From an optimization exercise on the open Yosys and OpenROAD flow, aimed at small area and a short achievable clock period; shortcuts taken in it are not production practice.
Function was checked by simulation only, so behaviour that the tests miss may differ from the original.
No activity file was given, so power comes from the tool's default toggle rates.

==> flow/design.v <==
`default_nettype none
module fetch_predict
(
   input  logic        CLK,
   input  logic        nRST,
   input  logic        ihit,
   input  logic [31:0] imemload,
   input  logic        resolve_valid,
   input  logic        resolve_cond,
   input  logic        resolve_jump,
   input  logic        resolve_taken,
   input  logic        resolve_predicted,
   input  logic [31:0] resolve_pc,
   input  logic [31:0] resolve_target,
   output logic [31:0] imemaddr,
   output logic [31:0] fetch_instr,
   output logic [31:0] fetch_pc_plus_4,
   output logic        fetch_predicted,
   output logic        flush
);
   logic [3:0]  btb_valid;
   logic [27:0] btb_tag    [0:3];
   logic [31:0] btb_target [0:3];
   logic [1:0]  btb_state  [0:3];    
   logic [1:0]  fidx;
   logic        predict;
   logic [3:0]  fhit;         
   assign fidx      = imemaddr[3:2];
   for (genvar g = 0; g < 4; g++)
   begin : g_fhit
      assign fhit[g] = (fidx == g) && btb_valid[g] && !btb_state[g][1] &&
                       (btb_tag[g] == imemaddr[31:4]);
   end
   assign predict   = |fhit;
   logic [31:0] pc_step;
   assign pc_step = imemaddr + {29'd0, ihit, 2'b00};
   logic        redirect;
   logic [31:0] redirect_addr;
   logic        fall_through;
   assign redirect     = resolve_valid && (resolve_jump || (resolve_cond && (resolve_taken != resolve_predicted)));
   assign fall_through = !resolve_jump && resolve_cond && !resolve_taken && resolve_predicted;
   assign redirect_addr = fall_through ? resolve_pc + 32'd4 : resolve_target;
   assign flush = redirect;
   logic [1:0]  ridx;
   logic        btb_write;
   logic        check_hit;
   logic [1:0]  cstate;
   logic [1:0]  step_state;
   assign ridx      = resolve_pc[3:2];
   assign btb_write = resolve_valid && resolve_cond && !resolve_jump && ihit;
   logic [3:0]  chit;
   for (genvar g = 0; g < 4; g++)
   begin : g_chit
      assign chit[g] = btb_valid[g] && (btb_tag[g] == resolve_pc[31:4]);
   end
   assign check_hit = chit[ridx];
   assign cstate    = btb_state[ridx];
   always_comb
   begin
      if (resolve_taken)
         step_state = (cstate == 2'b00) ? 2'b00 : cstate - 2'd1;
      else
         step_state = (cstate == 2'b11) ? 2'b11 : cstate + 2'd1;
   end
   for (genvar g = 0; g < 4; g++)
   begin : g_entry
      logic wr;
      assign wr = btb_write && (ridx == g);
      always_ff @(posedge CLK, negedge nRST)
      begin
         if (!nRST)
            btb_valid[g] <= 1'b0;
         else if (wr)
            btb_valid[g] <= 1'b1;
      end
      always_ff @(posedge CLK)
      begin
         if (wr)
         begin
            btb_tag[g]   <= resolve_pc[31:4];
            btb_state[g] <= chit[g] ? step_state : 2'b00;
            if (!chit[g])
               btb_target[g] <= resolve_target;
         end
      end
   end
   always_ff @(posedge CLK, negedge nRST)
   begin
      if (!nRST)
         imemaddr <= 32'd0;
      else if (redirect)
         imemaddr <= redirect_addr;
      else if (predict && ihit)
         imemaddr <= btb_target[fidx];
      else
         imemaddr <= pc_step;    
   end
   logic        fetch_valid;
   logic [31:0] fetch_instr_q;
   logic [31:0] fetch_pc4_q;
   always_ff @(posedge CLK, negedge nRST)
   begin
      if (!nRST)
      begin
         fetch_valid     <= 1'b0;
         fetch_predicted <= 1'b0;
      end
      else if (redirect)
      begin
         fetch_valid     <= 1'b0;
         fetch_predicted <= 1'b0;
      end
      else if (ihit)
      begin
         fetch_valid     <= 1'b1;
         fetch_predicted <= predict;
      end
   end
   always_ff @(posedge CLK)
   begin
      if (ihit)
      begin
         fetch_instr_q <= imemload;
         fetch_pc4_q   <= pc_step;     
      end
   end
   assign fetch_instr     = fetch_instr_q & {32{fetch_valid}};
   assign fetch_pc_plus_4 = fetch_pc4_q   & {32{fetch_valid}};
endmodule
`default_nettype wire
Settings: LEC_CHECK=0, CAP_MARGIN=20, CORE_MARGIN=2, CORE_UTILIZATION=62, CTS_CLUSTER_DIAMETER=80, CTS_CLUSTER_SIZE=24, SETUP_SLACK_MARGIN=1.8, SLEW_MARGIN=20; clock period 4.3 ns.
standard.sh (not shown) runs the stock make flow with config.mk's settings and CLKGATE_MAP_FILE= SYNTH_SCRIPT=/design/flow/synth_recipe.tcl, a recipe that flattens the netlist after the stock synthesis.
==> flow/flow/run.sh <==
#!/bin/bash
# Standard layout, with plain buf_2 cells as the port buffers instead of
# the delay buffers buffer_ports picks by default. Every port still gets
# its own buffer.
set -euo pipefail
export BUFFER_PORTS_ARGS="-buffer_cell sky130_fd_sc_hd__buf_2"
bash standard.sh > standard.log 2>&1
Rerun with:
--- a/flow/design.v
+++ b/flow/design.v
@@ -21,22 +21,22 @@
    logic [3:0]  btb_valid;
    logic [27:0] btb_tag    [0:3];
    logic [31:0] btb_target [0:3];
    logic [1:0]  btb_state  [0:3];    
    logic [1:0]  fidx;
    logic        predict;
+   logic [31:0] pc_plus_4;
    logic [3:0]  fhit;         
    assign fidx      = imemaddr[3:2];
    for (genvar g = 0; g < 4; g++)
    begin : g_fhit
       assign fhit[g] = (fidx == g) && btb_valid[g] && !btb_state[g][1] &&
                        (btb_tag[g] == imemaddr[31:4]);
    end
    assign predict   = |fhit;
-   logic [31:0] pc_step;
-   assign pc_step = imemaddr + {29'd0, ihit, 2'b00};
+   assign pc_plus_4 = imemaddr + 32'd4;
    logic        redirect;
    logic [31:0] redirect_addr;
    logic        fall_through;
    assign redirect     = resolve_valid && (resolve_jump || (resolve_cond && (resolve_taken != resolve_predicted)));
    assign fall_through = !resolve_jump && resolve_cond && !resolve_taken && resolve_predicted;
    assign redirect_addr = fall_through ? resolve_pc + 32'd4 : resolve_target;
@@ -87,16 +87,14 @@
    always_ff @(posedge CLK, negedge nRST)
    begin
       if (!nRST)
          imemaddr <= 32'd0;
       else if (redirect)
          imemaddr <= redirect_addr;
-      else if (predict && ihit)
-         imemaddr <= btb_target[fidx];
-      else
-         imemaddr <= pc_step;    
+      else if (ihit)
+         imemaddr <= predict ? btb_target[fidx] : pc_plus_4;
    end
    logic        fetch_valid;
    logic [31:0] fetch_instr_q;
    logic [31:0] fetch_pc4_q;
    always_ff @(posedge CLK, negedge nRST)
    begin
@@ -118,13 +116,13 @@
    end
    always_ff @(posedge CLK)
    begin
       if (ihit)
       begin
          fetch_instr_q <= imemload;
-         fetch_pc4_q   <= pc_step;     
+         fetch_pc4_q   <= pc_plus_4;
       end
    end
    assign fetch_instr     = fetch_instr_q & {32{fetch_valid}};
    assign fetch_pc_plus_4 = fetch_pc4_q   & {32{fetch_valid}};
 endmodule
 `default_nettype wire
Worst hold slack got worse by 0.15 ns.
Total power is higher by 2.9%.
Count of clock-buffer cells in the layout is lower by 1.
Cell area is higher by 4.8%.
Routed wire length is higher by 14%.

[port drivers added, routing unchanged]
The results above use ideal ports. As a check the final layouts listed here were re-extracted and re-timed, cells and wires unchanged. Step 1, drivers: a clkbuf_16 drives CLK and a buf_2 each remaining input, both assumed. Step 2 times the ports against the registers' clock, not the clock port: input delays grow and output delays shrink by t, the midpoint of the rising clock arrivals with the driver on. Three values: ideal, step 1, step 2; two values: the first two.
run | t, ns | setup WS [ns] | worst setup path after step 2 | slew at the worst register clock pin (ns) | pins driven straight from the clock port
the first run | 0.570 | 1.757 / 1.757 / 1.266 | input to register | 0.11 / 0.11 | 1
the second run | 0.579 | 1.759 / 1.721 / 1.225 | input to register | 0.10 / 0.10 | 1
After both steps setup and hold are still met in every run listed. The setup slack of the second run, which loses most, moves by -0.038 ns with the drivers and by -0.534 ns with both steps.
